This design comes from an exercise in tuning for small area, a short achievable clock period and few clock cycles per item on the open sky130 flow, not from production work. The RTL was checked by simulation tests, not by an equivalence proof against the original design. Power and IR drop assume default switching activity.

==> design/flow/design.v <==
package hsd_pkg;
	localparam int ROT_W  = 32;
	localparam int TIME_W = 32;
	localparam int REM_W  = 10;
	function automatic logic [2:0] sector_of(input logic [2:0] code);
		logic [2:0] s;
		case (code)
			3'd1:    s = 3'd0;
			3'd5:    s = 3'd1;
			3'd4:    s = 3'd2;
			3'd6:    s = 3'd3;
			3'd2:    s = 3'd4;
			3'd3:    s = 3'd5;
			default: s = 3'd7;
		endcase
		sector_of = s;
	endfunction
endpackage
module hsd_div (
	input  logic [8:0] dm1,       
	input  logic [8:0] dm6,       
	input  logic [9:0] rem,
	input  logic       bit_in,
	input  logic       fix,
	output logic       ge,
	output logic [9:0] rem_nx
);
	logic [9:0]  two;
	logic [9:0]  trial;
	logic [9:0]  a;
	logic [9:0]  b;
	logic        use6;
	logic [10:0] diff;
	always_comb begin
		two   = {rem[8:0], 1'b0};
		trial = two + {6'd0, bit_in, bit_in, 1'b0};
		use6  = bit_in && !fix;
		a     = fix ? rem : two;
		b     = use6 ? {1'b0, dm6} : {1'b0, dm1};
		rem_nx = (ge || fix) ? diff[9:0] : trial;
	end
	hsd_add #(.W(10)) u_sub (.a(a), .b(~b), .cin(use6), .sum(diff[9:0]), .cout(ge));
endmodule
module hsd_add #(
	parameter int W = 32
) (
	input  logic [W-1:0] a,
	input  logic [W-1:0] b,
	input  logic         cin,
	output logic [W-1:0] sum,
	output logic         cout
);
	localparam int L = $clog2(W);
	logic [(L+1)*W-1:0] g;
	logic [(L+1)*W-1:0] p;
	logic [W-1:0]       x;
	assign x = a ^ b;
	assign g[W-1:0] = {a[W-1:1] & b[W-1:1], (a[0] & b[0]) | (x[0] & cin)};
	assign p[W-1:0] = x;
	for (genvar l = 0; l < L; l++) begin : g_lvl
		for (genvar i = 0; i < W; i++) begin : g_bit
			if (((i >> l) & 1) == 1) begin : g_join
				localparam int J = ((i >> l) << l) - 1;
				assign g[(l+1)*W + i] = g[l*W + i] | (p[l*W + i] & g[l*W + J]);
				assign p[(l+1)*W + i] = p[l*W + i] & p[l*W + J];
			end else begin : g_pass
				assign g[(l+1)*W + i] = g[l*W + i];
				assign p[(l+1)*W + i] = p[l*W + i];
			end
		end
	end
	assign sum  = x ^ {g[L*W +: W-1], cin};
	assign cout = g[L*W + W-1];
endmodule
module hsd_track (
	input  logic               clk,
	input  logic               arst_n,
	input  logic [8:0]         dm1,         
	input  logic [8:0]         dm6,         
	input  logic               proc,
	input  logic [2:0]         code,
	input  logic [31:0]        now,
	input  logic               load_rev,
	input  logic [31:0]        rev_val,
	input  logic               op_pre,
	input  logic               op_div,
	input  logic               op_fix,
	input  logic               op_inc,
	input  logic               op_dec,
	output logic               redo,        
	output logic               primed,
	output logic [2:0]         sector,      
	output logic [31:0]        rev,
	output logic               dir,
	output logic [31:0]        period,
	output logic [31:0]        stamp,
	output logic               seq_ok,
	output logic [31:0]        q,
	output logic [9:0]         rem
);
	logic        primed_q;
	logic [2:0]  code_q;
	logic [2:0]  sector_q;
	logic [31:0] rev_q;
	logic        dir_q;
	logic [31:0] period_q;
	logic [31:0] stamp_q;
	logic        seq_q;
	logic [31:0] q_q;
	logic [9:0]  rem_q;
	logic [2:0]  ns;
	logic        ns_none;
	logic        os_none;
	logic        changed;
	logic        fwd;
	logic        bwd;
	logic        wrap_up;
	logic        wrap_dn;
	logic        step;
	logic        adopt;
	logic [31:0] rev_up;
	logic [31:0] rev_dn;
	assign rev_up = rev_q + 32'd1;
	assign rev_dn = rev_q - 32'd1;
	always_comb begin
		ns      = hsd_pkg::sector_of(code);
		ns_none = ns == 3'd7;
		os_none = sector_q == 3'd7;
		changed = code != code_q;
		unique case (sector_q)
			3'd0:    begin fwd = ns == 3'd1; bwd = ns == 3'd5; end
			3'd1:    begin fwd = ns == 3'd2; bwd = ns == 3'd0; end
			3'd2:    begin fwd = ns == 3'd3; bwd = ns == 3'd1; end
			3'd3:    begin fwd = ns == 3'd4; bwd = ns == 3'd2; end
			3'd4:    begin fwd = ns == 3'd5; bwd = ns == 3'd3; end
			3'd5:    begin fwd = ns == 3'd0; bwd = ns == 3'd4; end
			default: begin fwd = 1'b0;       bwd = 1'b0;       end
		endcase
		wrap_up = sector_q == 3'd5 && ns == 3'd0;
		wrap_dn = sector_q == 3'd0 && ns == 3'd5;
		step    = fwd || bwd;
		adopt   = os_none && !ns_none;
		redo    = primed_q && (adopt
			|| (wrap_up && !rev_q[31] && rev_up[31])
			|| (wrap_dn && rev_q[31] && !rev_dn[31]));
	end
	logic [31:0] age;
	logic [34:0] cs_x;
	logic [34:0] cs_y;
	logic [34:0] cs_z;
	logic [34:0] cs_s;
	logic [34:0] cs_c;
	logic [34:0] cs_sum;
	logic        t_ge;
	logic        stale;
	hsd_add #(.W(32)) u_age (.a(now), .b(~stamp_q), .cin(1'b1), .sum(age), .cout(t_ge));
	hsd_add #(.W(35)) u_stale (.a(cs_s), .b(cs_c), .cin(1'b0), .sum(cs_sum), .cout());
	always_comb begin
		cs_x   = {3'b000, now};
		cs_y   = {3'b000, ~stamp_q};
		cs_z   = {2'b00, ~period_q, 1'b1};
		cs_s   = cs_x ^ cs_y ^ cs_z;
		cs_c   = {1'b0, (cs_x[32:0] & cs_y[32:0]) | (cs_x[32:0] & cs_z[32:0]) | (cs_y[32:0] & cs_z[32:0]), 1'b1};
		stale  = period_q != '0 && (cs_sum[34] || (cs_sum[33] && (!t_ge || cs_sum[32])));
	end
	logic [31:0] q_up;
	logic [31:0] q_dn;
	logic [9:0]  rem_p1;
	logic [9:0]  rem_m1;
	logic [9:0]  neg_dm1;
	logic        rem_z;
	logic        d_ge;
	logic [9:0]  d_rem;
	logic [31:0] q_i;
	logic [9:0]  rem_i;
	logic [31:0] q_d;
	logic [9:0]  rem_d;
	logic [31:0] q_o;
	logic [9:0]  rem_o;
	logic        smp_inc;
	logic        smp_dec;
	assign neg_dm1 = {~{1'b0, dm1[8:1]}, 1'b1};    
	hsd_div u_div (
		.dm1    (dm1),
		.dm6    (dm6),
		.rem    (rem_q),
		.bit_in (q_q[30]),
		.fix    (op_fix),
		.ge     (d_ge),
		.rem_nx (d_rem)
	);
	always_comb begin
		q_up   = q_q + 32'd1;
		q_dn   = q_q - 32'd1;
		rem_p1 = rem_q + 10'd1;
		rem_m1 = rem_q - 10'd1;
		rem_z  = rem_q == '0;
		if (rem_q == {1'b0, dm1}) begin
			q_i   = q_up;
			rem_i = '0;
		end else if (rem_z && q_q[31]) begin
			q_i   = q_up;
			rem_i = neg_dm1;
		end else begin
			q_i   = q_q;
			rem_i = rem_p1;
		end
		if (rem_z && !q_q[31] && q_q != '0) begin
			q_d   = q_dn;
			rem_d = {1'b0, dm1};
		end else if (rem_q == neg_dm1) begin
			q_d   = q_dn;
			rem_d = '0;
		end else begin
			q_d   = q_q;
			rem_d = rem_m1;
		end
		q_o   = q_q;
		rem_o = rem_q;
		if (op_pre) begin
			q_o   = rev_q;
			rem_o = rev_q[31] ? {1'b0, dm6} : '0;
		end else if (op_div) begin
			q_o   = {q_q[31], q_q[29:0], d_ge};
			rem_o = d_rem;
		end else if (op_fix) begin
			if (q_q[31] && !rem_z) begin
				q_o   = q_up;
				rem_o = d_rem;
			end
		end else if (op_inc) begin
			q_o   = q_i;
			rem_o = rem_i;
		end else if (op_dec) begin
			q_o   = q_d;
			rem_o = rem_d;
		end else if (proc && !primed_q) begin
			q_o   = '0;
			rem_o = ns_none ? 10'h3FF : {7'd0, ns};
		end
		smp_inc = proc && primed_q && fwd;
		smp_dec = proc && primed_q && bwd;
	end
	always_ff @(posedge clk) begin
		if (smp_inc) begin
			q_q   <= q_i;
			rem_q <= rem_i;
		end else if (smp_dec) begin
			q_q   <= q_d;
			rem_q <= rem_d;
		end else begin
			q_q   <= q_o;
			rem_q <= rem_o;
		end
	end
	always_ff @(posedge clk or negedge arst_n) begin
		if (!arst_n) begin
			primed_q <= 1'b0;
			sector_q <= 3'd7;
			dir_q    <= 1'b0;
		end else if (proc) begin
			if (!primed_q) begin
				primed_q <= 1'b1;
				sector_q <= ns;
			end else if (step || adopt) begin
				sector_q <= ns;
				if (step)
					dir_q <= bwd;
			end
		end
	end
	always_ff @(posedge clk) begin
		if (load_rev)
			rev_q <= rev_val;
		else if (proc) begin
			if (!primed_q) begin
				rev_q    <= '0;
				period_q <= '0;
				stamp_q  <= now;
			end else if (step) begin
				if (wrap_up)
					rev_q <= rev_up;
				if (wrap_dn)
					rev_q <= rev_dn;
				period_q <= (bwd == dir_q) ? age : '0;
				stamp_q  <= now;
			end else if (stale) begin
				period_q <= '0;
			end
		end
	end
	always_ff @(posedge clk) begin
		if (proc) begin
			code_q <= code;
			if (!primed_q)
				seq_q <= !ns_none;
			else if (changed && !step)
				seq_q <= 1'b0;
		end
	end
	assign primed = primed_q;
	assign sector = sector_q;
	assign rev    = rev_q;
	assign dir    = dir_q;
	assign period = period_q;
	assign stamp  = stamp_q;
	assign seq_ok = seq_q;
	assign q      = q_q;
	assign rem    = rem_q;
endmodule
module hall_sensor_sector_decoder_top (
	input  logic               clk,
	input  logic               arst_n,
	input  logic               samples_valid,
	output logic               samples_ready,
	input  logic               samples_hall_a,
	input  logic               samples_hall_b,
	input  logic               samples_hall_c,
	input  logic [31:0]        samples_now_us,
	output logic               results_valid,
	input  logic               results_ready,
	output logic signed [3:0]  results_sector,
	output logic signed [31:0] results_electric_rotations,
	output logic signed [9:0]  results_angle_count,
	output logic signed [31:0] results_mech_turns,
	output logic               results_direction,
	output logic [31:0]        results_period_us,
	output logic [31:0]        results_edge_time_us,
	output logic               results_sequence_valid,
	input  logic               cfg_valid,
	output logic               cfg_ready,
	input  logic               cfg_sel,
	input  logic [31:0]        cfg_data
);
	localparam logic [2:0] S_RUN  = 3'd0;
	localparam logic [2:0] S_WAIT = 3'd1;
	localparam logic [2:0] S_PRE  = 3'd2;
	localparam logic [2:0] S_DIV  = 3'd3;
	localparam logic [2:0] S_FIX  = 3'd4;
	localparam logic [2:0] S_ADJ  = 3'd5;
	logic [2:0]  state_q;
	logic [4:0]  cnt_q;
	logic        res_valid_q;
	logic        res_pend_q;
	logic        s_full_q;
	logic [2:0]  s_code_q;
	logic [31:0] s_now_q;
	logic [6:0]  pp_q;
	logic [6:0]  pp_eff;
	logic [8:0]  dm1_q;
	logic [8:0]  dm6_q;
	logic        run;
	logic        proc;
	logic        acc;
	logic        redo;
	logic        primed;
	logic [2:0]  sector;
	logic        op_pre;
	logic        op_div;
	logic        op_fix;
	logic        op_inc;
	logic        op_dec;
	logic        adj_done;
	logic        sec_none;
	logic [31:0] rev;
	logic        dir;
	logic [31:0] period;
	logic [31:0] stamp;
	logic        seq_ok;
	logic [31:0] q;
	logic [9:0]  rem;
	assign cfg_ready = 1'b1;
	always_ff @(posedge clk or negedge arst_n) begin
		if (!arst_n)
			pp_q <= 7'd1;
		else if (cfg_valid && !cfg_sel)
			pp_q <= cfg_data[6:0];
	end
	always_comb begin
		if (pp_q == 7'd0)
			pp_eff = 7'd1;
		else if (pp_q > 7'd64)
			pp_eff = 7'd64;
		else
			pp_eff = pp_q;
	end
	always_ff @(posedge clk) begin
		dm1_q <= {pp_eff, 2'b00} + {1'b0, pp_eff, 1'b0} - 9'd1;
		dm6_q <= {pp_eff, 2'b00} + {1'b0, pp_eff, 1'b0} - 9'd6;
	end
	assign run           = state_q == S_RUN;
	assign proc          = s_full_q && run && (!res_valid_q || results_ready);
	assign samples_ready = !s_full_q || (run && (!res_valid_q || results_ready));
	assign acc           = samples_valid && samples_ready;
	always_ff @(posedge clk or negedge arst_n) begin
		if (!arst_n)
			s_full_q <= 1'b0;
		else if (acc)
			s_full_q <= 1'b1;
		else if (proc)
			s_full_q <= 1'b0;
	end
	always_ff @(posedge clk) begin
		if (acc) begin
			s_code_q <= {samples_hall_a, samples_hall_b, samples_hall_c};
			s_now_q  <= samples_now_us;
		end
	end
	assign sec_none = sector == 3'd7;
	assign op_pre   = state_q == S_PRE;
	assign op_div   = state_q == S_DIV;
	assign op_fix   = state_q == S_FIX;
	assign op_inc   = state_q == S_ADJ && !sec_none && cnt_q[2:0] != 3'd0;
	assign op_dec   = state_q == S_ADJ && sec_none;
	assign adj_done = state_q == S_ADJ && (sec_none || cnt_q[2:0] <= 3'd1);
	always_ff @(posedge clk or negedge arst_n) begin
		if (!arst_n) begin
			state_q <= S_RUN;
			cnt_q   <= '0;
		end else if (cfg_valid && primed) begin
			state_q <= cfg_sel ? S_PRE : S_WAIT;
		end else begin
			unique case (state_q)
				S_RUN:  if (proc && redo) state_q <= S_PRE;
				S_WAIT: state_q <= S_PRE;
				S_PRE:  begin
					state_q <= S_DIV;
					cnt_q   <= 5'd30;
				end
				S_DIV:  begin
					cnt_q <= cnt_q - 5'd1;
					if (cnt_q == '0)
						state_q <= S_FIX;
				end
				S_FIX:  begin
					state_q <= S_ADJ;
					cnt_q   <= {2'b00, sector};
				end
				S_ADJ:  begin
					cnt_q <= cnt_q - 5'd1;
					if (adj_done)
						state_q <= S_RUN;
				end
				default: state_q <= S_RUN;
			endcase
		end
	end
	always_ff @(posedge clk or negedge arst_n) begin
		if (!arst_n) begin
			res_valid_q <= 1'b0;
			res_pend_q  <= 1'b0;
		end else if (proc) begin
			res_valid_q <= !redo;
			res_pend_q  <= redo;
		end else if (adj_done && res_pend_q) begin
			res_valid_q <= 1'b1;
			res_pend_q  <= 1'b0;
		end else if (results_ready) begin
			res_valid_q <= 1'b0;
		end
	end
	hsd_track u_track (
		.clk      (clk),
		.arst_n   (arst_n),
		.dm1      (dm1_q),
		.dm6      (dm6_q),
		.proc     (proc),
		.code     (s_code_q),
		.now      (s_now_q),
		.load_rev (cfg_valid && cfg_sel),
		.rev_val  (cfg_data),
		.op_pre   (op_pre),
		.op_div   (op_div),
		.op_fix   (op_fix),
		.op_inc   (op_inc),
		.op_dec   (op_dec),
		.redo     (redo),
		.primed   (primed),
		.sector   (sector),
		.rev      (rev),
		.dir      (dir),
		.period   (period),
		.stamp    (stamp),
		.seq_ok   (seq_ok),
		.q        (q),
		.rem      (rem)
	);
	assign results_valid              = res_valid_q;
	assign results_sector             = {&sector, sector};
	assign results_electric_rotations = rev;
	assign results_angle_count        = rem;
	assign results_mech_turns         = q;
	assign results_direction          = dir;
	assign results_period_us          = period;
	assign results_edge_time_us       = stamp;
	assign results_sequence_valid     = seq_ok;
endmodule
==> design/flow/flow/run.sh <==
#!/bin/bash
# Layout flow: the standard synthesis, then its combinational logic remapped by ABC
# for delay (registers, their names and cell types untouched), then the standard
# layout from that netlist. Each tool's output goes to a log file here.
set -euo pipefail
R=orfs/results/${FLOW_PLATFORM}/hall_sensor_sector_decoder_top/base
YOSYS=${FLOW_HOME}/../tools/install/yosys/bin/yosys
LIB=${FLOW_HOME}/platforms/sky130hd/lib/sky130_fd_sc_hd__tt_025C_1v80.lib

bash standard.sh synth > synth.log 2>&1
cp $R/1_2_yosys.v standard_1_2_yosys.v

sed -e "s#@LIB@#$LIB#g" -e "s#@IN@#standard_1_2_yosys.v#g" -e "s#@OUT@#remapped.v#g" \
	-e "s#@SCRIPT@#$PWD/flow/delay.abc#g" -e "s#@TOP@#${FLOW_TOP}#g" flow/remap.ys > remap_run.ys
$YOSYS -l remap.log -q remap_run.ys > /dev/null 2>&1

cp remapped.v $R/1_2_yosys.v
rm -f $R/1_synth.odb $R/1_synth.sdc
bash standard.sh > layout.log 2>&1
==> design/flow/flow/delay.abc <==
strash
dch
map -D 2000
strash
dch
map -D 2000
topo
buffer -c
upsize -c
dnsize -c
==> design/flow/flow/remap.ys <==
# Re-map the standard synthesis's combinational cells with a delay-driven ABC script.
# Flip-flops and tie cells stay the instances the standard synthesis made.
read_liberty -ignore_miss_func @LIB@
read_verilog @IN@
hierarchy -top @TOP@
blackbox sky130_fd_sc_hd__*df* sky130_fd_sc_hd__*dl* sky130_fd_sc_hd__conb*
flatten
opt_clean -purge
abc -script @SCRIPT@ -D 2000 -liberty @LIB@ -dont_use sky130_fd_sc_hd__probe_p_8 -dont_use sky130_fd_sc_hd__probec_p_8 -dont_use sky130_fd_sc_hd__lpflow_bleeder_1 -dont_use sky130_fd_sc_hd__lpflow_clkbufkapwr_1 -dont_use sky130_fd_sc_hd__lpflow_clkbufkapwr_16 -dont_use sky130_fd_sc_hd__lpflow_clkbufkapwr_2 -dont_use sky130_fd_sc_hd__lpflow_clkbufkapwr_4 -dont_use sky130_fd_sc_hd__lpflow_clkbufkapwr_8 -dont_use sky130_fd_sc_hd__lpflow_clkinvkapwr_1 -dont_use sky130_fd_sc_hd__lpflow_clkinvkapwr_16 -dont_use sky130_fd_sc_hd__lpflow_clkinvkapwr_2 -dont_use sky130_fd_sc_hd__lpflow_clkinvkapwr_4 -dont_use sky130_fd_sc_hd__lpflow_clkinvkapwr_8 -dont_use sky130_fd_sc_hd__lpflow_decapkapwr_12 -dont_use sky130_fd_sc_hd__lpflow_decapkapwr_3 -dont_use sky130_fd_sc_hd__lpflow_decapkapwr_4 -dont_use sky130_fd_sc_hd__lpflow_decapkapwr_6 -dont_use sky130_fd_sc_hd__lpflow_decapkapwr_8 -dont_use sky130_fd_sc_hd__lpflow_inputiso0n_1 -dont_use sky130_fd_sc_hd__lpflow_inputiso0p_1 -dont_use sky130_fd_sc_hd__lpflow_inputiso1n_1 -dont_use sky130_fd_sc_hd__lpflow_inputiso1p_1 -dont_use sky130_fd_sc_hd__lpflow_inputisolatch_1 -dont_use sky130_fd_sc_hd__lpflow_isobufsrc_1 -dont_use sky130_fd_sc_hd__lpflow_isobufsrc_16 -dont_use sky130_fd_sc_hd__lpflow_isobufsrc_2 -dont_use sky130_fd_sc_hd__lpflow_isobufsrc_4 -dont_use sky130_fd_sc_hd__lpflow_isobufsrc_8 -dont_use sky130_fd_sc_hd__lpflow_isobufsrckapwr_16 -dont_use sky130_fd_sc_hd__lpflow_lsbuf_lh_hl_isowell_tap_1 -dont_use sky130_fd_sc_hd__lpflow_lsbuf_lh_hl_isowell_tap_2 -dont_use sky130_fd_sc_hd__lpflow_lsbuf_lh_hl_isowell_tap_4 -dont_use sky130_fd_sc_hd__lpflow_lsbuf_lh_isowell_4 -dont_use sky130_fd_sc_hd__lpflow_lsbuf_lh_isowell_tap_1 -dont_use sky130_fd_sc_hd__lpflow_lsbuf_lh_isowell_tap_2 -dont_use sky130_fd_sc_hd__lpflow_lsbuf_lh_isowell_tap_4 
opt_clean -purge
hilomap -singleton -hicell sky130_fd_sc_hd__conb_1 HI -locell sky130_fd_sc_hd__conb_1 LO
splitnets
opt_clean -purge
insbuf -buf sky130_fd_sc_hd__buf_4 A X
check
tee -o remap_stat.txt stat -liberty @LIB@
write_verilog -noattr -nohex -nodec @OUT@
==> design/flow/standard.sh <==
#!/bin/bash
# synth_recipe.tcl (not shown) runs the flow's synth.tcl, then flattens the netlist and writes it again
# the make line also repeats each setting of config.mk as NAME=value (left out here)
make -C /OpenROAD-flow-scripts/flow DESIGN_CONFIG=/design/flow/config.mk WORK_HOME=/design/flow/orfs CLKGATE_MAP_FILE= SYNTH_SCRIPT=/design/flow/synth_recipe.tcl "${@:-finish}"
==> design/flow/config.mk <==
export PLATFORM = sky130hd
export DESIGN_NAME = hall_sensor_sector_decoder_top
export DESIGN_NICKNAME = hall_sensor_sector_decoder_top
export VERILOG_FILES = /design/flow/design.v
export SDC_FILE = /design/flow/constraint.sdc
export NUM_CORES = 4
export LEC_CHECK = 0
export CAP_MARGIN = 20
export CORE_MARGIN = 2
export CORE_UTILIZATION = 40
export PLACE_DENSITY = 0.6
export SETUP_SLACK_MARGIN = 2.0
export SLEW_MARGIN = 20
==> design/flow/constraint.sdc <==
create_clock -name core_clock -period 6.0 [get_ports {clk}]
set_input_delay 1.2000 -clock core_clock [delete_from_list [all_inputs] [get_ports {clk}]]
set_output_delay 1.2000 -clock core_clock [all_outputs]
set_load 0.01 [all_outputs]
==> run summary, run 1 <==
* Status: complete, no violations
* Layout cells sized above 1 at 8.51%
* Number of global-route vias before repair at 16.1k
* Chip Width at 211 µm
* Antenna violations before repair at 2
* Die Ht at 211 µm
* Clk Latency, worst-skew pair at 0.59 ns
* Syn avg cell area at 7.35 µm²
* Number of I/O port buffers at 218
* FF+latch area at 0.00620 mm²
* Worst setup margin at 2.05 ns
* Core Area at 0.0422 mm²
* Post-route clock period utilization at 65.8%
* Critical-path maximum fanout at 6
* Routed wire length at 62000 µm
* Design area at 0.0201 mm²
* Clk_skew at 0.0300 ns
* FILL cells at 4240
* Inst Count DP at 2951
* Pleak at 8.11 nW
* NumNets Final at 2519
* Root buffer cell: clkbuf_16
* Largest net degree at the start of global routing at 42
* TritonCTS clock tree: built
* Peak VDD IR at 150 µV
* First-pass detailed-route iteration total at 6
* Overflow after GRT at 0
* Ys Warns at 3
* Footprint of the multi-input gates at 0.00854 mm²
* Initial Utilization at 40.7%
* Routed wire per std cell at 20.6 µm
* Setup TNS at 0 ns
* Worst-margin pin slew at 0.909 ns
* Worst Path Required at 6.30 ns
* Initial DRC Count at 1813
* Slew Limit Fails at 0
* Post-Syn Area at 0.0172 mm²
* Routed Antenna Nets at 0
* Syn Nets at 2415
* Vias per inst at 5.67
* CP Class: reg -> reg
* Hold Worst Slack at 0.446 ns
* HP Class: reg -> reg
* Die area at 0.0447 mm²
* GPL Wtd Cong at 0.971
* Clk slew on worst S/H paths at 0.06 ns
* Pre-CTS setup slack at 1.79 ns
* Worst setup EP type: flip-flop
* GR Util All Layers at 27.2%
* Post-Syn Instances at 2342
* IO Pins at 220
* Via count at 17.1k
* Area after DPL at 0.0191 mm²
* Cts hold-fix bufs at 0
* Area Overhead vs Synth at 16.5%
* First-pass GRT wire length at 94000 µm
* Fmax at 253 MHz
* Slew HR at 39.4%
* Non-filler cells, final at 3009
* Critical path launch point type: flip-flop
* CTS buffer count at 28
* Remaining DRCs at 0
* CTS sink count at 215
* H-tree levels at 1
* Final-report setup violation count at 0
* Worst Path Arrival at 4.24 ns
* Power Density at 322 mW/mm²
* Unrepaired setup endpoints after global routing: no
* Core Rows at 75
* DP HPWL at 47600 µm
* Hold Vio Cnt, Final at 0
* Longest Clk Path Bufs at 3
* Final min period at 3.95 ns
* Max Cap Viol at 0
## final timing paths
path | to | cells after the start | from | slack [ns]
setup / recovery | u_track.q_q[24]$_DFFE_PP_ | 17 | u_track.q_q[6]$_DFFE_PP_ | 2.05
hold / removal | u_track.stamp_q[31]$_DFFE_PP_ | 0 | s_now_q[31]$_DFFE_PP_ | 0.45
setup reg to reg | u_track.q_q[24]$_DFFE_PP_ | 17 | u_track.q_q[6]$_DFFE_PP_ | 2.05
hold reg to reg | u_track.stamp_q[31]$_DFFE_PP_ | 0 | s_now_q[31]$_DFFE_PP_ | 0.45
max in group asynchronous | pp_q[0]$_DFFE_PN1P_ | 2 | arst_n | 4.71
min in group asynchronous | s_full_q$_DFFE_PN0P_ | 2 | arst_n | 0.99
## metrics by stage
step                power, mW  utilization [%]
floorplan                3.97                -
global placement         4.76             45.2
detailed placement       4.77             45.2
CTS                      6.44             47.3
global route             6.82             47.5
finish                   6.45             47.5
## power breakdown
| group | internal [mW] | total, mW | switching [mW] |
|---|---|---|---|
| registers | 1.95 | 2.34 | 0.393 |
| logic | 0.930 | 2.46 | 1.53 |
| clock network | 0.954 | 1.65 | 0.696 |
| total | 3.83 | 6.45 | 2.62 |
## placed cells by master (no fill, tap or decap), types with 15 or more instances in the layout
cell / instances
xnor2_1: 20
nand2_2: 15
clkbuf_16: 29
dfrtp_1: 19
a22oi_1: 21
xor2_1: 50
nor3_1: 69
buf_4: 25
or2_2: 21
nand4_1: 31
clkdlybuf4s50_1: 217
inv_2: 21
a21oi_1: 152
o21ai_0: 179
o22ai_1: 40
nand2_1: 358
inv_1: 329
nor2_1: 306
nor2_2: 16
dfxtp_1: 15
nor4_1: 32
nand3_1: 86
a31oi_1: 20
edfxtp_1: 177
## layout make-up
cell class                 instances  share of cell area, %
timing repair buffer             245                   12.0
inverter                         355                   6.66
tap                              539                   3.36
clock inverter                     6                  0.275
antenna                            2                 0.0250
sequential                       215                   30.9
multi-input combinational       1601                   42.6
clock buffer                      46                   4.19
## state kept, by name (all words and copies together), names as in the netlist
name,flops
s_now_q,32
u_track.seq_q,1
dm1_q,8
cnt_q,5
u_track.code_q,3
u_track.stamp_q,32
u_track.primed_q,1
s_full_q,1
u_track.q_q,32
u_track.rem_q,10
s_code_q,3
u_track.rev_q,32
u_track.dir_q,1
res_pend_q,1
res_valid_q,1
pp_q,7
state_q,3
u_track.period_q,32
u_track.sector_q,3
dm6_q,7
## critical path: stages, from the launching register on
cell and delay (ns):
edfxtp_1 0.56, nor2_4 0.16, inv_2 0.06, nor4_4 0.25, nand2_1 0.11, nor3_2 0.39, nand2_1 0.33, nor3_2 0.34
nor3_2 0.09, o21bai_1 0.24, nand2_2 0.18, inv_2 0.10, nand2_2 0.15, nor2_4 0.08, nand2_2 0.12, nand2_1 0.12
a221oi_1 0.27, o32ai_1 0.11
## routing by layer
layer / routed length (µm) / vias up / share of wire (%) / track usage [%]
met1: 27800 / 8128 / 45 / 38.4
met4: 1920 / 0 / 3.1 / 9.96
met3: 5230 / 102 / 8.4 / 4.78
li1: - / 8085 / - / -
met2: 27100 / 751 / 44 / 41.8
met5: 0 / - / 0 / 0
## repair_timing
item	in CTS	in global routing
gates resized for setup	0	4
buffers inserted	0	3
setup endpoints to repair	0	35
Testbench counts, summed over its fixed seeds: cycles 17,205, items 16,000.
==> run 2, diff against run 1 <==
--- a/design/flow/config.mk
+++ b/design/flow/config.mk
@@ -11,3 +11,3 @@
 export PLACE_DENSITY = 0.6
-export SETUP_SLACK_MARGIN = 2.0
+export SETUP_SLACK_MARGIN = 2.5
 export SLEW_MARGIN = 20
==> run 2 against run 1 <==
Die area stayed put. Still clean on timing, DRC and antenna. Area after synthesis stayed put. Combinational power is 9.8% higher. Synthesized cell count stayed put. Maximum frequency is 14% higher. Largest cell class unchanged. Via count is 2.1% higher.
==> run summary, run 2 <==
* Critical path launch point type: flip-flop
* Clock power share at 25.1% (-0.5 points)
* Number of I/O port buffers at 218 (unchanged)
* Core Rows at 75 (unchanged)
* Unrepaired setup endpoints after global routing: yes
* CP delay by family, top: simple AND/OR/NAND/NOR gates
* HP Class: reg -> reg
* Fmax at 290 MHz (+14%)
* Status: complete, no violations
* Layout cells sized above 1 at 12.8% (+4.3 points)
* Depth of the most critical reg-to-reg path at 8 (-9)
* Syn avg cell area at 7.35 µm² (unchanged)
* Hold path startpoint: s_now_q[23]$_DFFE_PP_
* Hold Vio Cnt, Final at 0 (unchanged)
* TritonCTS clock tree: built
* GPL Wtd Cong at 1.01 (+4.3%)
* Hold path endpoint: u_track.stamp_q[23]$_DFFE_PP_
* Vias per inst at 5.68 (+0.12%)
* Worst Path Required at 6.11 ns (-0.19 ns)
* Root buffer cell: clkbuf_16
* Worst setup EP type: flip-flop
* Internal at 3.96 mW (+3.3%)
* Peak VDD IR at 208 µV (+39%)
* IO Pins at 220 (unchanged)
* Core Area at 0.0422 mm² (unchanged)
* Max Cap Viol at 0 (unchanged)
* Chip Width at 211 µm (unchanged)
* Crit path buffers/inverters at 2 (unchanged)
* Clk slew on worst S/H paths at 0.06 ns (about the same)
* Comb power frac at 40.5% (+2.4 points)
* Most frequent cells in the layout: nand2_1, inv_1, nor2_1
* Sw Share at 40.7% (+0.16 points)
* Slew HR at 42.4% (+3.0 points)
* Syn Nets at 2415 (unchanged)
* First-pass GRT wire length at 94500 µm (+0.51%)
* Routed wire length at 63300 µm (+2.1%)
* FILL cells at 4135 (-2.5%)
* Die area at 0.0447 mm² (unchanged)
* Initial DRC Count at 1821 (+0.44%)
* Overflow after GRT at 0 (unchanged)
* Remaining DRCs at 0 (unchanged)
* CTS sink count at 215 (unchanged)
* Setup TNS at 0 ns (unchanged)
* GR Util All Layers at 27.4% (+0.12 points)
* Die Ht at 211 µm (unchanged)
* Routed wire per std cell at 20.6 µm (+0.15%)
* Worst path slowest cell: nand3_2
* Power Density at 319 mW/mm² (-0.76%)
* DP HPWL at 47100 µm (-1.0%)
* CP peak stage delay at 0.72 ns (+0.16 ns)
* Largest net degree at the start of global routing at 36 (-14%)
* Switching power total at 2.72 mW (+4.0%)
* Slew Limit Fails at 0 (unchanged)
* Final-report setup violation count at 0 (unchanged)
* Routed Antenna Nets at 0 (unchanged)
* Post-route clock period utilization at 57.5% (-8.3 points)
* CTS buffer count at 28 (unchanged)
* Critical-path maximum fanout at 15 (+9)
* Longest Clk Path Bufs at 3 (unchanged)
* Post-Syn Instances at 2342 (unchanged)
* Via count at 17.4k (+2.1%)
* H-tree levels at 1 (unchanged)
* Clk Latency, worst-skew pair at 0.59 ns (about the same)
* Antenna violations before repair at 1 (-1)
* Area Overhead vs Synth at 21.6%
* First-pass detailed-route iteration total at 9 (+3)
* Crit Reg-Reg Startpoint: cnt_q[0]$_DFFE_PN0P_
* Non-filler cells, final at 3069 (+2.0%)
* Total power at 6.68 mW (+3.6%)
* Number of global-route vias before repair at 16.1k (+0.12%)
* R2r setup slk at 2.55 ns (+0.50 ns)
* CP Class: reg -> reg
* Worst-margin pin slew at 0.863 ns (-0.0459 ns)
* Initial Utilization at 40.7% (unchanged)
* Pleak at 8.52 nW (+5.0%)
* Ys Warns at 3 (unchanged)
* Final min period at 3.45 ns (-0.497 ns)
* Sequential power share at 34.4% (-1.9 points)
* Critical path, cell by cell: nor3_1, inv_1, nand2_1, nor2_1, nor2_1, inv_1, a311oi_1, nand3_2
* Hold path cells at 0 (unchanged)
* Inst Count DP at 2951 (unchanged)
* Most common cell after layout, fill and taps aside: nand2_1
* NumNets Final at 2580 (+2.4%)
* Worst Path Arrival at 3.56 ns (-0.68 ns)
* Post-Syn Area at 0.0172 mm² (unchanged)
* Clk_skew at 0.0318 ns (+0.00174 ns)
* R2r endpoint: u_track.rem_q[3]$_DFFE_PP_
-- run 2: power groups by stage --
stage	Sequential (mW)	Clock (mW)	Combinational (mW)
detailed placement	2.36	0	2.40
CTS	2.32	1.71	2.46
finish	2.30	1.68	2.70
floorplan	2.20	0	1.77
global route	2.32	1.76	2.96
global placement	2.36	0	2.38
-- run 2: how the worst max path moves through the flow --
| stage | start | endpoint | cells after the start |
|---|---|---|---|
| detailed placement | results_ready | u_track.period_q[5]$_SDFFCE_PN0P_ | 9 |
| CTS | u_track.sector_q[0]$_DFFE_PN1P_ | results_sector[3] | 3 |
| finish | cnt_q[0]$_DFFE_PN0P_ | u_track.rem_q[3]$_DFFE_PP_ | 8 |
| global route | u_track.q_q[1]$_DFFE_PP_ | u_track.q_q[31]$_DFFE_PP_ | 19 |
| floorplan | results_ready | u_track.q_q[0]$_DFFE_PP_ | 6 |
| global placement | results_ready | u_track.period_q[6]$_SDFFCE_PN0P_ | 9 |
-- run 2: through the flow --
step	hold WS (ns)	utilization [%]	setup slack [ns]	area, µm²
after detailed placement	0.437	45.2	1.55	19100
after CTS	0.448	47.7	2.24	20100
after global placement	0.433	45.2	1.60	19100
after global routing	0.460	49.6	2.41	20900
after floorplan	0.426	-	2.57	17200
final	0.449	49.6	2.55	20900
-- run 2: metal layers --
layer	share of wire, %	vias up	track usage [%]
li1	-	8215	-
met1	43	8172	38.5
met2	44	905	42.7
met3	9.5	136	4.08
met4	3.6	0	9.86
met5	0	-	0
-- run 2: layout make-up --
type / count / area [µm²] / area share [%]
clock inverter: 15 / 105 / 0.502
clock buffer: 37 / 808 / 3.86
antenna: 1 / 2.50 / 0.0120
tap: 539 / 674 / 3.22
multi-input combinational: 1605 / 8950 / 42.8
timing repair buffer: 302 / 2840 / 13.6
sequential: 215 / 6200 / 29.6
inverter: 355 / 1350 / 6.43
-- run 2: what timing repair did --
action	4_1_cts	5_1_grt
pin swaps	0	32
setup buffers	9	51
gates cloned	1	3
endpoints found under the setup margin	98	98
hold buffers	0	0
resized for setup	18	80
==> run 3, diff against run 2 <==
==> design/flow/flow/delay.abc (replaced) <==
strash
dch
map -D 3000
strash
dch
map -D 3000
topo
buffer -c
upsize -c
dnsize -c
==> design/flow/flow/remap.ys (replaced) <==
# Re-map the standard synthesis's combinational cells with a delay-driven ABC script.
# Flip-flops and tie cells stay the instances the standard synthesis made.
read_liberty -ignore_miss_func @LIB@
read_verilog @IN@
hierarchy -top @TOP@
blackbox sky130_fd_sc_hd__*df* sky130_fd_sc_hd__*dl* sky130_fd_sc_hd__conb*
flatten
opt_clean -purge
abc -script @SCRIPT@ -D 3000 -liberty @LIB@ -dont_use sky130_fd_sc_hd__probe_p_8 -dont_use sky130_fd_sc_hd__probec_p_8 -dont_use sky130_fd_sc_hd__lpflow_bleeder_1 -dont_use sky130_fd_sc_hd__lpflow_clkbufkapwr_1 -dont_use sky130_fd_sc_hd__lpflow_clkbufkapwr_16 -dont_use sky130_fd_sc_hd__lpflow_clkbufkapwr_2 -dont_use sky130_fd_sc_hd__lpflow_clkbufkapwr_4 -dont_use sky130_fd_sc_hd__lpflow_clkbufkapwr_8 -dont_use sky130_fd_sc_hd__lpflow_clkinvkapwr_1 -dont_use sky130_fd_sc_hd__lpflow_clkinvkapwr_16 -dont_use sky130_fd_sc_hd__lpflow_clkinvkapwr_2 -dont_use sky130_fd_sc_hd__lpflow_clkinvkapwr_4 -dont_use sky130_fd_sc_hd__lpflow_clkinvkapwr_8 -dont_use sky130_fd_sc_hd__lpflow_decapkapwr_12 -dont_use sky130_fd_sc_hd__lpflow_decapkapwr_3 -dont_use sky130_fd_sc_hd__lpflow_decapkapwr_4 -dont_use sky130_fd_sc_hd__lpflow_decapkapwr_6 -dont_use sky130_fd_sc_hd__lpflow_decapkapwr_8 -dont_use sky130_fd_sc_hd__lpflow_inputiso0n_1 -dont_use sky130_fd_sc_hd__lpflow_inputiso0p_1 -dont_use sky130_fd_sc_hd__lpflow_inputiso1n_1 -dont_use sky130_fd_sc_hd__lpflow_inputiso1p_1 -dont_use sky130_fd_sc_hd__lpflow_inputisolatch_1 -dont_use sky130_fd_sc_hd__lpflow_isobufsrc_1 -dont_use sky130_fd_sc_hd__lpflow_isobufsrc_16 -dont_use sky130_fd_sc_hd__lpflow_isobufsrc_2 -dont_use sky130_fd_sc_hd__lpflow_isobufsrc_4 -dont_use sky130_fd_sc_hd__lpflow_isobufsrc_8 -dont_use sky130_fd_sc_hd__lpflow_isobufsrckapwr_16 -dont_use sky130_fd_sc_hd__lpflow_lsbuf_lh_hl_isowell_tap_1 -dont_use sky130_fd_sc_hd__lpflow_lsbuf_lh_hl_isowell_tap_2 -dont_use sky130_fd_sc_hd__lpflow_lsbuf_lh_hl_isowell_tap_4 -dont_use sky130_fd_sc_hd__lpflow_lsbuf_lh_isowell_4 -dont_use sky130_fd_sc_hd__lpflow_lsbuf_lh_isowell_tap_1 -dont_use sky130_fd_sc_hd__lpflow_lsbuf_lh_isowell_tap_2 -dont_use sky130_fd_sc_hd__lpflow_lsbuf_lh_isowell_tap_4 
opt_clean -purge
hilomap -singleton -hicell sky130_fd_sc_hd__conb_1 HI -locell sky130_fd_sc_hd__conb_1 LO
splitnets
opt_clean -purge
insbuf -buf sky130_fd_sc_hd__buf_4 A X
check
tee -o remap_stat.txt stat -liberty @LIB@
write_verilog -noattr -nohex -nodec @OUT@
==> run 3 against run 2 <==
Sequential share of layout area is 1.2 points lower. Sequential cell count stayed put. Hold slack worse by 0.0061 ns. Sequential power increased by 2%. Clock skew shrank 0.017 ns. Count of clock-buffer cells in the layout is the same. Global-route usage up 0.80 points. Cell area increased by 4.2%. Setup slack lost 0.71 ns. Register-to-register slack got worse by 0.71 ns.
==> run summary, run 3 <==
* TritonCTS clock tree: built
* Peak VDD IR at 217 µV (+4.5%)
* GPL Wtd Cong at 0.992 (-2.0%)
* Worst setup EP type: flip-flop
* Final min period at 4.16 ns (+0.712 ns)
* Crit path buffers/inverters at 3 (+1)
* Number of global-route vias before repair at 16.4k (+1.8%)
* Syn Nets at 2372 (-1.8%)
* Status: complete, no violations
* Remaining DRCs at 0 (unchanged)
* Footprint of the multi-input gates at 0.00899 mm² (+0.38%)
* Routed Antenna Nets at 0 (unchanged)
* NumNets Final at 2625 (+1.7%)
* Power Density at 320 mW/mm² (+0.31%)
* Chip Width at 209 µm (-1.3%)
* Pre-CTS setup slack at 1.38 ns (-0.165 ns)
* First-pass GRT wire length at 96000 µm (+1.6%)
* GR Util All Layers at 28.2% (+0.80 points)
* Sw Share at 40.9% (+0.21 points)
* Largest net degree at the start of global routing at 36 (unchanged)
* HP Class: reg -> reg
* Critical path launch point type: flip-flop
* DP HPWL at 46500 µm (-1.2%)
* Die area at 0.0435 mm² (-2.6%)
* Core Area at 0.0411 mm² (-2.6%)
* Post-Syn Instances at 2299 (-1.8%)
* Layout cells sized above 1 at 18.1% (+5.3 points)
* Comb power frac at 42.9% (+2.4 points)
* Routed wire per std cell at 20.8 µm (+0.62%)
* Worst path slowest cell: edfxtp_1
* Cts hold-fix bufs at 0 (unchanged)
* Via count at 17.6k (+0.96%)
* Post-route clock period utilization at 69.4% (+12 points)
* Worst setup margin at 1.84 ns (-0.712 ns)
* IO Pins at 220 (unchanged)
* Slew Limit Fails at 0 (unchanged)
* CTS buffer count at 27 (-3.6%)
* Critical-path maximum fanout at 9 (-6)
* Hold Vio Cnt, Final at 0 (unchanged)
* Clk_skew at 0.0150 ns (-0.0168 ns)
* First-pass detailed-route iteration total at 8 (-1)
* Clock power share at 23.7% (-1.4 points)
* CP peak stage delay at 0.51 ns (-0.21 ns)
* Unrepaired setup endpoints after global routing: yes
* Longest Clk Path Bufs at 3 (unchanged)
* Initial DRC Count at 1484 (-19%)
* Antenna violations before repair at 1 (unchanged)
* Worst Path Arrival at 4.51 ns (+0.95 ns)
* CP Class: reg -> reg
* Setup TNS at 0 ns (unchanged)
* CP delay by family, top: simple AND/OR/NAND/NOR gates
* Core Rows at 74 (-1.3%)
* Internal at 4.13 mW (+4.2%)
* Worst-margin pin slew at 0.926 ns (+0.0624 ns)
* Most common cell after layout, fill and taps aside: nand2_1
* Routed wire length at 64400 µm (+1.8%)
* Overflow after GRT at 0 (unchanged)
* Slew HR at 38.2% (-4.2 points)
* Area Overhead vs Synth at 30.2%
* Initial Utilization at 40.8% (about the same)
* Post-Syn Area at 0.0168 mm² (-2.6%)
* Syn avg cell area at 7.29 µm² (-0.80%)
* Fmax at 240 MHz (-17%)
* H-tree levels at 1 (unchanged)
* FILL cells at 3941 (-4.7%)
* Clk Latency, worst-skew pair at 0.59 ns (about the same)
* Switching power total at 2.86 mW (+5.1%)
* Die Ht at 209 µm (-1.3%)
* Pleak at 8.76 nW (+2.8%)
* Number of I/O port buffers at 218 (unchanged)
* Clk slew on worst S/H paths at 0.06 ns (about the same)
* Root buffer cell: clkbuf_16
* Worst Path Required at 6.35 ns (+0.24 ns)
* CTS sink count at 215 (unchanged)
* Max Cap Viol at 0 (unchanged)
* Ys Warns at 3 (unchanged)
* Vias per inst at 5.67 (-0.18%)
* FF+latch area at 0.00620 mm² (about the same)
* Most frequent cells in the layout: nand2_1, inv_1, nor2_1
* Final-report setup violation count at 0 (unchanged)
* Sequential power share at 33.5% (-0.9 points)
[run 3: cell type report]
cell class | instances | area share (%)
Sequential cell | 215 | 28.4
Antenna cell | 1 | 0.0115
Inverter | 360 | 6.42
Clock buffer | 37 | 3.70
Tap cell | 532 | 3.05
Timing Repair Buffer | 392 | 16.9
Multi-Input combinational cell | 1556 | 41.2
Clock inverter | 11 | 0.304
[run 3: worst reg2reg max path, delay by kind of cell, from the launching register on]
family                 cells  cell delay, ns
AND/OR/NAND/NOR           22            2.28
buffers and inverters      3            0.47
AO/OA/AOI/OAI              6            0.65
flip-flops                 1            0.51
[run 3: worst paths after layout]
kind,startpoint,endpoint,slack [ns],cells after the start
hold / removal,s_now_q[9]$_DFFE_PP_,u_track.stamp_q[9]$_DFFE_PP_,0.44,0
setup reg to reg,u_track.stamp_q[1]$_DFFE_PP_,u_track.period_q[13]$_SDFFCE_PN0P_,1.84,31
hold reg to reg,s_now_q[9]$_DFFE_PP_,u_track.stamp_q[9]$_DFFE_PP_,0.44,0
setup / recovery,u_track.stamp_q[1]$_DFFE_PP_,u_track.period_q[13]$_SDFFCE_PN0P_,1.84,31
min in group asynchronous,arst_n,res_valid_q$_DFFE_PN0P_,0.60,1
max in group asynchronous,arst_n,state_q[0]$_DFFE_PN0P_,5.01,1
[run 3: per-stage QoR]
stage	hold slack [ns]	area, µm²	std cells	power [mW]	utilization, %
floorplan	0.426	16800	2299	3.91	-
global placement	0.433	18600	2898	4.69	45.3
detailed placement	0.434	18700	2899	4.71	45.4
CTS	0.444	20600	3017	6.59	50.2
global route	0.459	21800	3104	7.33	53.1
finish	0.443	21800	3104	6.98	53.1
[run 3: routing by layer]
metal	global-route usage, %	up-vias	wire length (µm)
met5	0	-	0
met4	10.1	0	2250
met1	39.1	8317	27700
met3	4.67	144	5670
met2	44.2	918	28800
li1	-	8216	-
[run 3: timing repair]
action / CTS / global route
cloned: 3 / 0
gates resized for setup: 117 / 137
setup endpoints to repair: 109 / 141
buffers inserted: 67 / 86
pin swaps: 16 / 57
[run 3: power groups by stage]
| stage | Combinational (mW) | Clock, mW | Sequential, mW |
|---|---|---|---|
| final | 2.99 | 1.65 | 2.34 |
| after global routing | 3.24 | 1.72 | 2.37 |
| after CTS | 2.59 | 1.67 | 2.33 |
| after detailed placement | 2.34 | 0 | 2.37 |
| after global placement | 2.31 | 0 | 2.38 |
| after floorplan | 1.70 | 0 | 2.20 |
==> run 4, diff against run 3 <==
==> design/flow/flow/delay.abc (replaced) <==
strash
dch
map -D 1000
strash
dch
map -D 1000
topo
buffer -c
upsize -c
dnsize -c
==> design/flow/flow/remap.ys (replaced) <==
# Re-map the standard synthesis's combinational cells with a delay-driven ABC script.
# Flip-flops and tie cells stay the instances the standard synthesis made.
read_liberty -ignore_miss_func @LIB@
read_verilog @IN@
hierarchy -top @TOP@
blackbox sky130_fd_sc_hd__*df* sky130_fd_sc_hd__*dl* sky130_fd_sc_hd__conb*
flatten
opt_clean -purge
abc -script @SCRIPT@ -D 1000 -liberty @LIB@ -dont_use sky130_fd_sc_hd__probe_p_8 -dont_use sky130_fd_sc_hd__probec_p_8 -dont_use sky130_fd_sc_hd__lpflow_bleeder_1 -dont_use sky130_fd_sc_hd__lpflow_clkbufkapwr_1 -dont_use sky130_fd_sc_hd__lpflow_clkbufkapwr_16 -dont_use sky130_fd_sc_hd__lpflow_clkbufkapwr_2 -dont_use sky130_fd_sc_hd__lpflow_clkbufkapwr_4 -dont_use sky130_fd_sc_hd__lpflow_clkbufkapwr_8 -dont_use sky130_fd_sc_hd__lpflow_clkinvkapwr_1 -dont_use sky130_fd_sc_hd__lpflow_clkinvkapwr_16 -dont_use sky130_fd_sc_hd__lpflow_clkinvkapwr_2 -dont_use sky130_fd_sc_hd__lpflow_clkinvkapwr_4 -dont_use sky130_fd_sc_hd__lpflow_clkinvkapwr_8 -dont_use sky130_fd_sc_hd__lpflow_decapkapwr_12 -dont_use sky130_fd_sc_hd__lpflow_decapkapwr_3 -dont_use sky130_fd_sc_hd__lpflow_decapkapwr_4 -dont_use sky130_fd_sc_hd__lpflow_decapkapwr_6 -dont_use sky130_fd_sc_hd__lpflow_decapkapwr_8 -dont_use sky130_fd_sc_hd__lpflow_inputiso0n_1 -dont_use sky130_fd_sc_hd__lpflow_inputiso0p_1 -dont_use sky130_fd_sc_hd__lpflow_inputiso1n_1 -dont_use sky130_fd_sc_hd__lpflow_inputiso1p_1 -dont_use sky130_fd_sc_hd__lpflow_inputisolatch_1 -dont_use sky130_fd_sc_hd__lpflow_isobufsrc_1 -dont_use sky130_fd_sc_hd__lpflow_isobufsrc_16 -dont_use sky130_fd_sc_hd__lpflow_isobufsrc_2 -dont_use sky130_fd_sc_hd__lpflow_isobufsrc_4 -dont_use sky130_fd_sc_hd__lpflow_isobufsrc_8 -dont_use sky130_fd_sc_hd__lpflow_isobufsrckapwr_16 -dont_use sky130_fd_sc_hd__lpflow_lsbuf_lh_hl_isowell_tap_1 -dont_use sky130_fd_sc_hd__lpflow_lsbuf_lh_hl_isowell_tap_2 -dont_use sky130_fd_sc_hd__lpflow_lsbuf_lh_hl_isowell_tap_4 -dont_use sky130_fd_sc_hd__lpflow_lsbuf_lh_isowell_4 -dont_use sky130_fd_sc_hd__lpflow_lsbuf_lh_isowell_tap_1 -dont_use sky130_fd_sc_hd__lpflow_lsbuf_lh_isowell_tap_2 -dont_use sky130_fd_sc_hd__lpflow_lsbuf_lh_isowell_tap_4 
opt_clean -purge
hilomap -singleton -hicell sky130_fd_sc_hd__conb_1 HI -locell sky130_fd_sc_hd__conb_1 LO
splitnets
opt_clean -purge
insbuf -buf sky130_fd_sc_hd__buf_4 A X
check
tee -o remap_stat.txt stat -liberty @LIB@
write_verilog -noattr -nohex -nodec @OUT@
==> run 4 against run 3 <==
Synthesized cell count is 11% higher. Die area is 8.5% higher. Hold slack better by 0.016 ns. First-iteration DRC count is 41% higher. Largest cell class unchanged.
==> run summary, run 4 <==
* Critical path launch point type: primary input
* Slew Limit Fails at 0 (unchanged)
* Final min period at 3.39 ns (-0.770 ns)
* Longest Clk Path Bufs at 3 (unchanged)
* Via count at 19.3k (+9.9%)
* Status: complete, no violations
* Clock power share at 24.6% (+0.9 points)
* Worst path slowest cell: clkdlybuf4s50_1
* Cts hold-fix bufs at 0 (unchanged)
* Design area at 0.0212 mm² (-3.0%)
* Sequential power share at 34.8% (+1.3 points)
* Routed wire per std cell at 21.1 µm (+1.6%)
* Number of global-route vias before repair at 17.8k (+8.8%)
* Unrepaired setup endpoints after global routing: yes
* Critical path, cell by cell: clkdlybuf4s50_1, inv_1, nand2_2, nand4_1, nor2_2, nand2_2, inv_4, nor2_2, buf_4, nor2_1, nand2_1, o311ai_2, nand2_1, nand2_1, o2bb2ai_1
* Non-filler cells, final at 3270 (+5.3%)
* Worst setup margin at 2.61 ns (+0.770 ns)
* TritonCTS clock tree: built
* GPL Wtd Cong at 0.972 (-2.0%)
* Total power at 7.29 mW (+4.4%)
* Fmax at 295 MHz (+23%)
* Pleak at 8.60 nW (-1.7%)
* Routed Antenna Nets at 0 (unchanged)
* Die Ht at 217 µm (+4.1%)
* Initial DRC Count at 2095 (+41%)
* Remaining DRCs at 0 (unchanged)
* First-pass GRT wire length at 104000 µm (+8.6%)
* First-pass detailed-route iteration total at 6 (-2)
* Clk slew on worst S/H paths at 0.06 ns (about the same)
* Power Density at 345 mW/mm² (+7.7%)
* Comb power frac at 40.6% (-2.3 points)
* Peak VDD IR at 219 µV (+0.66%)
* Post-route clock period utilization at 56.5% (-13 points)
* Worst setup EP type: flip-flop
* Initial Utilization at 40.3% (-0.48 points)
* Core Rows at 78 (+5.4%)
* Final core utilization at 46.8% (-6.2 points)
* Slew HR at 44.0% (+5.8 points)
* Pre-CTS setup slack at 1.63 ns (+0.251 ns)
* Vias per inst at 5.91 (+4.3%)
* Max Cap Viol at 0 (unchanged)
* Hold Vio Cnt, Final at 0 (unchanged)
* GRT busiest layer: met2
* CTS sink count at 215 (unchanged)
* Clk Latency, worst-skew pair at 0.59 ns (about the same)
* Syn avg cell area at 7.14 µm² (-2.0%)
* Core Area at 0.0452 mm² (+9.9%)
* Layout cells sized above 1 at 7.20% (-11 points)
* Inst Count DP at 3208 (+11%)
* Internal at 4.17 mW (+1.1%)
* Syn Nets at 2622 (+11%)
* Most common cell after layout, fill and taps aside: nand2_1
* DP HPWL at 51500 µm (+11%)
* CTS buffer count at 29 (+7.4%)
* NumNets Final at 2717 (+3.5%)
* Post-Syn Area at 0.0182 mm² (+8.6%)
* Root buffer cell: clkbuf_16
* GRT met3 Usage at 5.87% (+1.2 points)
* Worst-margin pin slew at 0.839 ns (-0.0869 ns)
* IO Pins at 220 (unchanged)
* Grt met2 use at 43.7% (-0.51 points)
* Area after DPL at 0.0201 mm² (+7.6%)
* Final-report setup violation count at 0 (unchanged)
* CP peak stage delay at 0.45 ns (-0.06 ns)
* Number of I/O port buffers at 218 (unchanged)
* FILL cells at 4541 (+15%)
* Most used cell, CP: nand2_1
* GR Util met1 at 39.1% (-0.079 points)
* Largest net degree at the start of global routing at 42 (+17%)
* Hold Worst Slack at 0.459 ns (+0.0162 ns)
* Post-Syn Instances at 2549 (+11%)
* HP Class: reg -> reg
* Critical-path maximum fanout at 12 (+3)
* Chip Width at 217 µm (+4.1%)
* Setup TNS at 0 ns (unchanged)
* Sw Share at 42.8% (+1.9 points)
* Most frequent cells in the layout: nand2_1, inv_1, nand3_1
* Die area at 0.0472 mm² (+8.5%)
* Ys Warns at 3 (unchanged)
* CP Class: in -> reg
* H-tree levels at 1 (unchanged)
* Worst Path Required at 6.43 ns (+0.08 ns)
* Antenna violations before repair at 3 (+2)
* Worst Path Arrival at 3.82 ns (-0.69 ns)
* Area Overhead vs Synth at 16.2%
* GR Util All Layers at 28.3% (+0.12 points)
* Routed wire length at 69000 µm (+7.1%)
* Switching power total at 3.12 mW (+9.3%)
* Overflow after GRT at 0 (unchanged)
* Clk_skew at 0.0149 ns (-0.0000283 ns)
==> run 4: final cells by class <==
| type | count | area (µm²) | share of cell area [%] |
|---|---|---|---|
| inverter | 304 | 1160 | 5.48 |
| antenna | 3 | 7.51 | 0.0355 |
| clock buffer | 37 | 830 | 3.92 |
| sequential | 215 | 6200 | 29.3 |
| multi-input combinational | 1857 | 9720 | 45.9 |
| tap | 600 | 751 | 3.55 |
| timing repair buffer | 237 | 2350 | 11.1 |
| clock inverter | 17 | 140 | 0.663 |
==> run 4: repair_timing <==
item | 4_1_cts | 5_1_grt
endpoints found under the hold margin | 0 | 0
buffers inserted | 1 | 3
cloned | 0 | 0
gates resized for setup | 6 | 10
endpoints found under the setup margin | 37 | 64
==> run 4: power by group through the flow <==
stage	combinational (mW)	clock (mW)	sequential (mW)
floorplan	2.12	0	2.34
global placement	2.83	0	2.56
detailed placement	2.86	0	2.55
CTS	2.88	1.81	2.53
global route	3.25	1.88	2.58
finish	2.96	1.80	2.54
==> run 4: worst max-delay path: cells and delay by family <==
kind	cells	cell delay, ns
and+or+nand+nor	9	1.49
AOI/OAI and AO/OA	2	0.19
buffers and inverters	4	0.93
==> run 4: metal layers <==
layer  vias to the layer above  share of wire, %  wire length [µm]
met5                         -             0.010                 7
met4                         2               3.3              2250
met3                       166               9.8              6790
met2                      1017                44             30200
met1                      9124                43             29700
li1                       9033                 -                 -
==> run 4: path summary, 6_finish.rpt <==
path / from / endpoint / slack, ns / depth (start not counted)
setup / recovery: results_ready / u_track.rem_q[7]$_DFFE_PP_ / 2.61 / 15
hold / removal: s_now_q[0]$_DFFE_PP_ / u_track.stamp_q[0]$_DFFE_PP_ / 0.46 / 0
setup reg to reg: u_track.rem_q[5]$_DFFE_PP_ / u_track.q_q[22]$_DFFE_PP_ / 2.64 / 11
hold reg to reg: s_now_q[0]$_DFFE_PP_ / u_track.stamp_q[0]$_DFFE_PP_ / 0.46 / 0
max in group asynchronous: arst_n / u_track.sector_q[1]$_DFFE_PN1P_ / 4.35 / 2
min in group asynchronous: arst_n / pp_q[1]$_DFFE_PN0P_ / 1.04 / 1
==> run 5, diff against run 4 <==
==> design/flow/flow/delay.abc (replaced) <==
strash
dch
map -D 1500
strash
dch
map -D 1500
topo
buffer -c
upsize -c
dnsize -c
==> design/flow/flow/remap.ys (replaced) <==
# Re-map the standard synthesis's combinational cells with a delay-driven ABC script.
# Flip-flops and tie cells stay the instances the standard synthesis made.
read_liberty -ignore_miss_func @LIB@
read_verilog @IN@
hierarchy -top @TOP@
blackbox sky130_fd_sc_hd__*df* sky130_fd_sc_hd__*dl* sky130_fd_sc_hd__conb*
flatten
opt_clean -purge
abc -script @SCRIPT@ -D 1500 -liberty @LIB@ -dont_use sky130_fd_sc_hd__probe_p_8 -dont_use sky130_fd_sc_hd__probec_p_8 -dont_use sky130_fd_sc_hd__lpflow_bleeder_1 -dont_use sky130_fd_sc_hd__lpflow_clkbufkapwr_1 -dont_use sky130_fd_sc_hd__lpflow_clkbufkapwr_16 -dont_use sky130_fd_sc_hd__lpflow_clkbufkapwr_2 -dont_use sky130_fd_sc_hd__lpflow_clkbufkapwr_4 -dont_use sky130_fd_sc_hd__lpflow_clkbufkapwr_8 -dont_use sky130_fd_sc_hd__lpflow_clkinvkapwr_1 -dont_use sky130_fd_sc_hd__lpflow_clkinvkapwr_16 -dont_use sky130_fd_sc_hd__lpflow_clkinvkapwr_2 -dont_use sky130_fd_sc_hd__lpflow_clkinvkapwr_4 -dont_use sky130_fd_sc_hd__lpflow_clkinvkapwr_8 -dont_use sky130_fd_sc_hd__lpflow_decapkapwr_12 -dont_use sky130_fd_sc_hd__lpflow_decapkapwr_3 -dont_use sky130_fd_sc_hd__lpflow_decapkapwr_4 -dont_use sky130_fd_sc_hd__lpflow_decapkapwr_6 -dont_use sky130_fd_sc_hd__lpflow_decapkapwr_8 -dont_use sky130_fd_sc_hd__lpflow_inputiso0n_1 -dont_use sky130_fd_sc_hd__lpflow_inputiso0p_1 -dont_use sky130_fd_sc_hd__lpflow_inputiso1n_1 -dont_use sky130_fd_sc_hd__lpflow_inputiso1p_1 -dont_use sky130_fd_sc_hd__lpflow_inputisolatch_1 -dont_use sky130_fd_sc_hd__lpflow_isobufsrc_1 -dont_use sky130_fd_sc_hd__lpflow_isobufsrc_16 -dont_use sky130_fd_sc_hd__lpflow_isobufsrc_2 -dont_use sky130_fd_sc_hd__lpflow_isobufsrc_4 -dont_use sky130_fd_sc_hd__lpflow_isobufsrc_8 -dont_use sky130_fd_sc_hd__lpflow_isobufsrckapwr_16 -dont_use sky130_fd_sc_hd__lpflow_lsbuf_lh_hl_isowell_tap_1 -dont_use sky130_fd_sc_hd__lpflow_lsbuf_lh_hl_isowell_tap_2 -dont_use sky130_fd_sc_hd__lpflow_lsbuf_lh_hl_isowell_tap_4 -dont_use sky130_fd_sc_hd__lpflow_lsbuf_lh_isowell_4 -dont_use sky130_fd_sc_hd__lpflow_lsbuf_lh_isowell_tap_1 -dont_use sky130_fd_sc_hd__lpflow_lsbuf_lh_isowell_tap_2 -dont_use sky130_fd_sc_hd__lpflow_lsbuf_lh_isowell_tap_4 
opt_clean -purge
hilomap -singleton -hicell sky130_fd_sc_hd__conb_1 HI -locell sky130_fd_sc_hd__conb_1 LO
splitnets
opt_clean -purge
insbuf -buf sky130_fd_sc_hd__buf_4 A X
check
tee -o remap_stat.txt stat -liberty @LIB@
write_verilog -noattr -nohex -nodec @OUT@
==> run 5 against run 4 <==
Sequential power shrank 7%. Synthesized cell count down 7.1%. Via count is 9.5% lower. Maximum frequency fell by 4.9%. Power fell by 9.0%.
==> run summary, run 5 <==
* Post-route clock period utilization at 59.4% (+2.9 points)
* Final-report setup violation count at 0 (unchanged)
* Footprint of the multi-input gates at 0.00879 mm² (-9.6%)
* First-pass detailed-route iteration total at 8 (+2)
* Worst setup margin at 2.43 ns (-0.173 ns)
* Die Ht at 212 µm (-2.5%)
* Largest net degree at the start of global routing at 35 (-17%)
* Layout cells sized above 1 at 7.63% (+0.43 points)
* GRT busiest layer: met2
* Unrepaired setup endpoints after global routing: yes
* Most frequent cells in the layout: nand2_1, inv_1, nor2_1
* Ys Warns at 3 (unchanged)
* Internal at 3.90 mW (-6.4%)
* DP HPWL at 50500 µm (-2.0%)
* Worst-margin pin slew at 1.11 ns (+0.268 ns)
* First-pass GRT wire length at 99600 µm (-4.4%)
* Max Cap Viol at 0 (unchanged)
* Status: complete, no violations
* Die area at 0.0448 mm² (-5.0%)
* Remaining DRCs at 0 (unchanged)
* Longest Clk Path Bufs at 3 (unchanged)
* Worst setup EP type: primary output
* Clk Latency, worst-skew pair at 0.57 ns (-0.02 ns)
* Cts hold-fix bufs at 0 (unchanged)
* Syn avg cell area at 7.29 µm² (+2.1%)
* Post-Syn Area at 0.0173 mm² (-5.1%)
* FF+latch area at 0.00620 mm² (about the same)
* Root buffer cell: clkbuf_16
* Slew HR at 25.9% (-18 points)
* Critical-path maximum fanout at 3 (-9)
* H-tree levels at 1 (unchanged)
* Number of global-route vias before repair at 16.5k (-7.4%)
* Sw Share at 41.2% (-1.6 points)
* CTS buffer count at 27 (-6.9%)
* HP Class: reg -> reg
* Core Area at 0.0429 mm² (-5.1%)
* Switching power total at 2.74 mW (-12%)
* Area Overhead vs Synth at 17.2%
* CTS sink count at 215 (unchanged)
* NumNets Final at 2541 (-6.5%)
* Hold Vio Cnt, Final at 0 (unchanged)
* GR Util All Layers at 29.2% (+0.89 points)
* Worst Path Arrival at 2.37 ns (-1.45 ns)
* CP Class: in -> out
* Routed wire per std cell at 21.7 µm (+2.9%)
* Overflow after GRT at 0 (unchanged)
* GR Util met1 at 40.1% (+1.0 points)
* Number of I/O port buffers at 218 (unchanged)
* Initial Utilization at 40.3% (about the same)
* Clk slew on worst S/H paths at 0.06 ns (about the same)
* TritonCTS clock tree: built
* Routed wire length at 66700 µm (-3.2%)
* Chip Width at 212 µm (-2.5%)
* Setup TNS at 0 ns (unchanged)
* Most common cell after layout, fill and taps aside: nand2_1
* Core Rows at 76 (-2.6%)
* GRT met3 Usage at 4.72% (-1.2 points)
* Final min period at 3.57 ns (+0.173 ns)
* Initial DRC Count at 1874 (-11%)
* Routed Antenna Nets at 0 (unchanged)
* Sequential power share at 35.5% (+0.7 points)
* Pleak at 8.33 nW (-3.2%)
* Power Density at 328 mW/mm² (-4.8%)
* IO Pins at 220 (unchanged)
* Clk_skew at 0.0182 ns (+0.00323 ns)
* Clock power share at 25.8% (+1.2 points)
* Critical path launch point type: primary input
* Syn Nets at 2441 (-6.9%)
* Grt met2 use at 45.1% (+1.4 points)
* Pre-CTS setup slack at 1.55 ns (-0.0870 ns)
* Post-Syn Instances at 2368 (-7.1%)
* Comb power frac at 38.7% (-1.9 points)
* Worst Path Required at 4.80 ns (-1.63 ns)
* GPL Wtd Cong at 0.962 (-1.0%)
* R2r setup slk at 2.63 ns (about the same)
* Peak VDD IR at 219 µV (about the same)
* Antenna violations before repair at 2 (-1)
* Via count at 17.5k (-9.5%)
* Fmax at 280 MHz (-4.9%)
* FILL cells at 4370 (-3.8%)
* Vias per inst at 5.69 (-3.7%)
* Slew Limit Fails at 0 (unchanged)
-- run 5: repair_timing --
action                     in CTS  in global routing
setup endpoints to repair      72                 42
pin swaps                       3                  2
buffers inserted                6                  2
gates resized for setup        11                 16
-- run 5: worst max-delay path, cell delays in order --
cell and delay [ns]:
clkdlybuf4s50_1 0.45, inv_1 0.04, nand2_1 0.20, nand3_2 0.18, nand2_1 0.12, clkbuf_2 0.17
-- run 5: area by class of cell --
cell class / instances / share of cell area, %
Sequential cell: 215 / 30.6
Tap cell: 585 / 3.62
Timing Repair Buffer: 244 / 11.9
Inverter: 315 / 5.89
Multi-Input combinational cell: 1665 / 43.4
Clock inverter: 9 / 0.352
Clock buffer: 41 / 4.21
Antenna cell: 1 / 0.0124
-- run 5: metrics by stage --
stage / hold WS (ns) / cells / utilization [%] / area (µm²) / total power, mW
4_1_cts: 0.450 / 3071 / 46.9 / 20100 / 6.59
6_report: 0.449 / 3075 / 47.2 / 20200 / 6.64
3_3_place_gp: 0.433 / 3015 / 44.6 / 19100 / 4.85
2_1_floorplan: 0.426 / 2368 / - / 17300 / 4.02
5_1_grt: 0.467 / 3075 / 47.2 / 20200 / 6.98
3_5_place_dp: 0.437 / 3015 / 44.6 / 19100 / 4.86
-- run 5: metal layers --
| layer | routed length, µm | vias up |
|---|---|---|
| met5 | 18 | - |
| met4 | 3300 | 2 |
| met3 | 5820 | 158 |
| met2 | 28800 | 933 |
| met1 | 28800 | 8191 |
| li1 | - | 8227 |
-- run 5: path summary, 6_finish.rpt --
check                                           start                             to  depth (start not counted)
max                                     results_ready                  samples_ready                          6
min                             s_now_q[13]$_DFFE_PP_  u_track.stamp_q[13]$_DFFE_PP_                          0
max reg2reg                u_track.rem_q[5]$_DFFE_PP_       u_track.q_q[6]$_DFFE_PP_                         13
min reg2reg                     s_now_q[13]$_DFFE_PP_  u_track.stamp_q[13]$_DFFE_PP_                          0
max in group asynchronous                      arst_n         state_q[0]$_DFFE_PN0P_                          1
min in group asynchronous                      arst_n           cnt_q[3]$_DFFE_PN0P_                          1
-- run 5: power groups by stage --
stage	logic, mW	clock network [mW]	registers [mW]
6_report	2.57	1.71	2.36
5_1_grt	2.82	1.78	2.38
4_1_cts	2.52	1.73	2.35
3_5_place_dp	2.49	0	2.37
3_3_place_gp	2.47	0	2.38
2_1_floorplan	1.82	0	2.20

## separate check: timing with driven ports
In the flow no input, the clock included, has a driving cell. The finished layouts below were timed again as built, in two steps. Step 1: set_driving_cell puts a clkbuf_16 on clk and a buf_2 on each other input, an assumption about the parent block. Step 2 times the ports against the registers' clock, not the clock port: input delays grow and output delays shrink by t, the midpoint of the rising clock arrivals with the driver on. Slacks: ideal / step 1 / step 2; pairs: ideal / step 1.
run | t, ns | setup WS [ns] | hold WS [ns]
run 1 | 0.635 | 2.053 / 2.053 / 1.608 | 0.446 / 0.446 / 0.446
run 2 | 0.637 | 2.550 / 2.530 / 2.021 | 0.449 / 0.449 / 0.449
run 3 | 0.637 | 1.838 / 1.838 / 1.838 | 0.443 / 0.443 / 0.443
run 4 | 0.645 | 2.608 / 2.586 / 2.000 | 0.459 / 0.459 / 0.459
run 5 | 0.620 | 2.435 / 2.401 / 2.097 | 0.449 / 0.449 / 0.449
After both steps setup and hold are still met in every run listed. For run 4, which loses most, drivers alone change the setup slack by -0.022 ns; drivers and shift together by -0.608 ns.
